What follows belongs to an exercise in optimizing a design on an open flow for small area, a short achievable clock period and few clock cycles; a production flow would make more cautious choices.
Where RTL was checked, it was by simulation tests only, not by an equivalence proof against the original.
No activity file was given, so power comes from the tool's default toggle rates.

## c_subset_lexer
module c_subset_lexer (
    input  logic        clk,
    input  logic        rst_n,
    input  logic        char_valid,
    output logic        char_stall,
    input  logic [7:0]  char_code,
    output logic        token_valid,
    input  logic        token_stall,
    output logic [4:0]  token_kind,
    output logic [23:0] token_start,
    output logic [15:0] token_length,
    output logic [23:0] line_number,
    output logic [30:0] token_value,
    output logic        last_of_run
);
Size in the first run: about 1200 cells after synthesis, about 120 I/O pins, about 0.011 mm2 of cells after synthesis.
export LEC_CHECK = 0
export CAP_MARGIN = 20
export CORE_MARGIN = 4
export CORE_UTILIZATION = 40
export SETUP_SLACK_MARGIN = 4.0
export SLEW_MARGIN = 20
export TNS_END_PERCENT = 5
create_clock -name core_clock -period 6.5 [get_ports {clk}]
standard.sh (not shown) runs the stock make flow with config.mk's settings and CLKGATE_MAP_FILE= SYNTH_SCRIPT=/design/flow/synth_recipe.tcl, a recipe that flattens the netlist after the stock synthesis.
==> flow/flow/run.sh <==
#!/bin/bash
# Layout flow: the standard synthesis unchanged, then the standard ORFS layout with
# plain buffers (not delay cells) on the ports and for timing repair, and a clock
# tree without dummy loads.
set -euo pipefail
bash standard.sh synth > synth.log 2>&1
export BUFFER_PORTS_ARGS="-buffer_cell sky130_fd_sc_hd__buf_1"
export DONT_USE_CELLS="sky130_fd_sc_hd__clkdlybuf4s15_1 sky130_fd_sc_hd__clkdlybuf4s15_2 sky130_fd_sc_hd__clkdlybuf4s18_1 sky130_fd_sc_hd__clkdlybuf4s18_2 sky130_fd_sc_hd__clkdlybuf4s25_1 sky130_fd_sc_hd__clkdlybuf4s25_2 sky130_fd_sc_hd__clkdlybuf4s50_1 sky130_fd_sc_hd__clkdlybuf4s50_2 sky130_fd_sc_hd__dlygate4sd1_1 sky130_fd_sc_hd__dlygate4sd2_1 sky130_fd_sc_hd__dlygate4sd3_1 sky130_fd_sc_hd__dlymetal6s2s_1 sky130_fd_sc_hd__dlymetal6s4s_1 sky130_fd_sc_hd__dlymetal6s6s_1"
export CTS_ARGS="-sink_clustering_enable -repair_clock_nets -dont_use_dummy_load -sink_clustering_size 12 -sink_clustering_max_diameter 60 -buf_list {sky130_fd_sc_hd__clkbuf_8}"
bash standard.sh > layout.log 2>&1
Rerun with:
--- a/flow/flow/run.sh
+++ b/flow/flow/run.sh
@@ -8,3 +8,3 @@
 export DONT_USE_CELLS="sky130_fd_sc_hd__clkdlybuf4s15_1 sky130_fd_sc_hd__clkdlybuf4s15_2 sky130_fd_sc_hd__clkdlybuf4s18_1 sky130_fd_sc_hd__clkdlybuf4s18_2 sky130_fd_sc_hd__clkdlybuf4s25_1 sky130_fd_sc_hd__clkdlybuf4s25_2 sky130_fd_sc_hd__clkdlybuf4s50_1 sky130_fd_sc_hd__clkdlybuf4s50_2 sky130_fd_sc_hd__dlygate4sd1_1 sky130_fd_sc_hd__dlygate4sd2_1 sky130_fd_sc_hd__dlygate4sd3_1 sky130_fd_sc_hd__dlymetal6s2s_1 sky130_fd_sc_hd__dlymetal6s4s_1 sky130_fd_sc_hd__dlymetal6s6s_1"
-export CTS_ARGS="-sink_clustering_enable -repair_clock_nets -dont_use_dummy_load -sink_clustering_size 12 -sink_clustering_max_diameter 60 -buf_list {sky130_fd_sc_hd__clkbuf_8}"
+export CTS_ARGS="-sink_clustering_enable -repair_clock_nets -dont_use_dummy_load -sink_clustering_size 24 -sink_clustering_max_diameter 80 -buf_list {sky130_fd_sc_hd__clkbuf_8}"
 bash standard.sh > layout.log 2>&1
Core utilization does not change.
Final area does not change.
Setup slack is unchanged.
Via count is unchanged.
Die area does not change.
Register-to-register slack barely changes.
Total power does not change.
Wire length is unchanged.
Sequential share of layout area is unchanged.
No run of this note included a check of the RTL's function; only the layout flow was run.


== run 1 ==
c_subset_lexer, a different RTL version from the one above (not shown whole).
Size in the first run: ~1,200 cells after synthesis, roughly 120 I/O pins.
==> flow/config.mk <==
export PLATFORM = sky130hd
export DESIGN_NAME = c_subset_lexer
export DESIGN_NICKNAME = c_subset_lexer
export VERILOG_FILES = /design/flow/design.v
export SDC_FILE = /design/flow/constraint.sdc
export NUM_CORES = 4
export LEC_CHECK = 0
export CAP_MARGIN = 20
export CORE_MARGIN = 4
export CORE_UTILIZATION = 40
export SETUP_SLACK_MARGIN = 4.0
export SLEW_MARGIN = 20
export TNS_END_PERCENT = 5
==> flow/constraint.sdc <==
create_clock -name core_clock -period 6.5 [get_ports {clk}]
set_input_delay 1.3000 -clock core_clock [delete_from_list [all_inputs] [get_ports {clk}]]
set_output_delay 1.3000 -clock core_clock [all_outputs]
set_load 0.01 [all_outputs]
==> flow/flow/run.sh <==
#!/bin/bash
# Layout flow: the standard synthesis unchanged, then the standard ORFS layout with
# plain buffers (not delay cells) on the ports and for timing repair, and a clock
# tree without dummy loads.
set -euo pipefail
bash standard.sh synth > synth.log 2>&1
export BUFFER_PORTS_ARGS="-buffer_cell sky130_fd_sc_hd__buf_1"
export DONT_USE_CELLS="sky130_fd_sc_hd__clkdlybuf4s15_1 sky130_fd_sc_hd__clkdlybuf4s15_2 sky130_fd_sc_hd__clkdlybuf4s18_1 sky130_fd_sc_hd__clkdlybuf4s18_2 sky130_fd_sc_hd__clkdlybuf4s25_1 sky130_fd_sc_hd__clkdlybuf4s25_2 sky130_fd_sc_hd__clkdlybuf4s50_1 sky130_fd_sc_hd__clkdlybuf4s50_2 sky130_fd_sc_hd__dlygate4sd1_1 sky130_fd_sc_hd__dlygate4sd2_1 sky130_fd_sc_hd__dlygate4sd3_1 sky130_fd_sc_hd__dlymetal6s2s_1 sky130_fd_sc_hd__dlymetal6s4s_1 sky130_fd_sc_hd__dlymetal6s6s_1"
export CTS_ARGS="-sink_clustering_enable -repair_clock_nets -dont_use_dummy_load -sink_clustering_size 24 -sink_clustering_max_diameter 80 -buf_list {sky130_fd_sc_hd__clkbuf_8 sky130_fd_sc_hd__clkbuf_16}"
bash standard.sh > layout.log 2>&1
Run 1: done, clean on timing, DRC and antenna
Testbench counts of run 1, summed over its fixed seeds: cycles 24,152.
Modified inputs, run 2 compared to run 1
diff --git a/flow/flow/run.sh b/flow/flow/run.sh
--- a/flow/flow/run.sh
+++ b/flow/flow/run.sh
@@ -8,3 +8,3 @@
 export DONT_USE_CELLS="sky130_fd_sc_hd__clkdlybuf4s15_1 sky130_fd_sc_hd__clkdlybuf4s15_2 sky130_fd_sc_hd__clkdlybuf4s18_1 sky130_fd_sc_hd__clkdlybuf4s18_2 sky130_fd_sc_hd__clkdlybuf4s25_1 sky130_fd_sc_hd__clkdlybuf4s25_2 sky130_fd_sc_hd__clkdlybuf4s50_1 sky130_fd_sc_hd__clkdlybuf4s50_2 sky130_fd_sc_hd__dlygate4sd1_1 sky130_fd_sc_hd__dlygate4sd2_1 sky130_fd_sc_hd__dlygate4sd3_1 sky130_fd_sc_hd__dlymetal6s2s_1 sky130_fd_sc_hd__dlymetal6s4s_1 sky130_fd_sc_hd__dlymetal6s6s_1"
-export CTS_ARGS="-sink_clustering_enable -repair_clock_nets -dont_use_dummy_load -sink_clustering_size 24 -sink_clustering_max_diameter 80 -buf_list {sky130_fd_sc_hd__clkbuf_8 sky130_fd_sc_hd__clkbuf_16}"
+export CTS_ARGS="-sink_clustering_enable -repair_clock_nets -dont_use_dummy_load -sink_clustering_size 24 -sink_clustering_max_diameter 80 -buf_list {sky130_fd_sc_hd__clkbuf_8}"
 bash standard.sh > layout.log 2>&1
diff --git a/flow/config.mk b/flow/config.mk
--- a/flow/config.mk
+++ b/flow/config.mk
@@ -9,3 +9,3 @@
 export CORE_MARGIN = 4
-export CORE_UTILIZATION = 40
+export CORE_UTILIZATION = 65
 export SETUP_SLACK_MARGIN = 4.0
- Against run 1 as the reference, run 2 delivers a lower post-route cell area.
- The global routing usage summed across all routing layers in run 2 sits 9.5 points above the value recorded for run 1.
- Summary — reported leakage power, run 2 relative to run 1: lower, by about 2.4%.
- Per the comparison of run 2 with run 1, first-iteration DRC count rose by 147; die outline area shows a reduction of about 37%; total power moved down; initial cell density of the core higher; setup slack saw an increase.
Modified inputs, run 3 compared to run 2
diff --git a/flow/config.mk b/flow/config.mk
--- a/flow/config.mk
+++ b/flow/config.mk
@@ -9,3 +9,3 @@
 export CORE_MARGIN = 4
-export CORE_UTILIZATION = 65
+export CORE_UTILIZATION = 55
 export SETUP_SLACK_MARGIN = 4.0
==> comparison <==
- The register cell area after layout of run 2 and that of run 3 are within noise of each other.
- Looking at global-route met2 utilization across run 2 and run 3, the one that comes out higher is run 2.
- Relative to run 2, cell count along the critical path has increased by 2 in run 3.
- [run 3] fmax rose 1.3% relative to run 2
- Summary of the comparison: combinational share of power is lower in run 3, relative to run 2.
- Count of non-CTS buffers in the layout: run 3 < run 2
- Reported clock group power grows slightly when moving from run 2 to run 3.
[inputs] run 4 vs run 3
diff --git a/flow/config.mk b/flow/config.mk
--- a/flow/config.mk
+++ b/flow/config.mk
@@ -9,3 +9,3 @@
 export CORE_MARGIN = 4
-export CORE_UTILIZATION = 55
+export CORE_UTILIZATION = 40
 export SETUP_SLACK_MARGIN = 4.0
Notes after the runs:
Run comparison: run 3 end point of the critical path acc[23]; run 4 end point of the critical path acc[29]. [run 4 vs run 3] buffers plus inverters on the worst setup path: lower in run 4. Going from run 3 to run 4, post-route core utilization shrinks by 17 points. Diff run 3 and run 4: post-CTS repair timing setup buffer count lower in run 3. The part of the power in combinational logic reported for run 4 is greater than that of run 3 by 0.5 points. Non-filler instance count after layout (higher): run 4. Fmax, run 4 vs run 3: down by a few percent.

[port drivers added, routing unchanged]
Ports are ideal in the flow. The routed layouts listed here were re-timed in OpenROAD.
Step 1 sets driving cells, clkbuf_16 on the clock port and buf_2 on the other inputs (assumed; they add their load-dependent delay and slew).
Step 2 adds t to the input delays and takes it off the output delays; t is the mean of the earliest and latest rising clock arrival at the registers after step 1. Input paths then give back, and output paths get back, about the clock's delay inside the block.
Slacks: no drivers / after step 1 / after step 2; pairs: no drivers / after step 1.
run | shift t [ns] | slack for setup (ns) | latest minus earliest clock arrival (ns) | slew at the worst register clock pin (ns) | pins driven straight from the clock port
the first run of note 1 | 0.505 | 3.693 / 3.692 / 3.187 | 0.058 / 0.058 | 0.12 / 0.12 | 1
the second run of note 1 | 0.505 | 3.693 / 3.692 / 3.187 | 0.058 / 0.058 | 0.12 / 0.12 | 1
run 1 | 0.466 | 3.611 / 3.611 / 3.187 | 0.028 / 0.028 | 0.08 / 0.08 | 1
run 2 | 0.488 | 3.641 / 3.628 / 3.140 | 0.035 / 0.035 | 0.10 / 0.10 | 1
run 3 | 0.496 | 3.677 / 3.677 / 3.269 | 0.037 / 0.037 | 0.10 / 0.10 | 1
run 4 | 0.500 | 3.606 / 3.606 / 3.168 | 0.044 / 0.043 | 0.11 / 0.11 | 1
After both steps setup and hold are still met in every run listed.
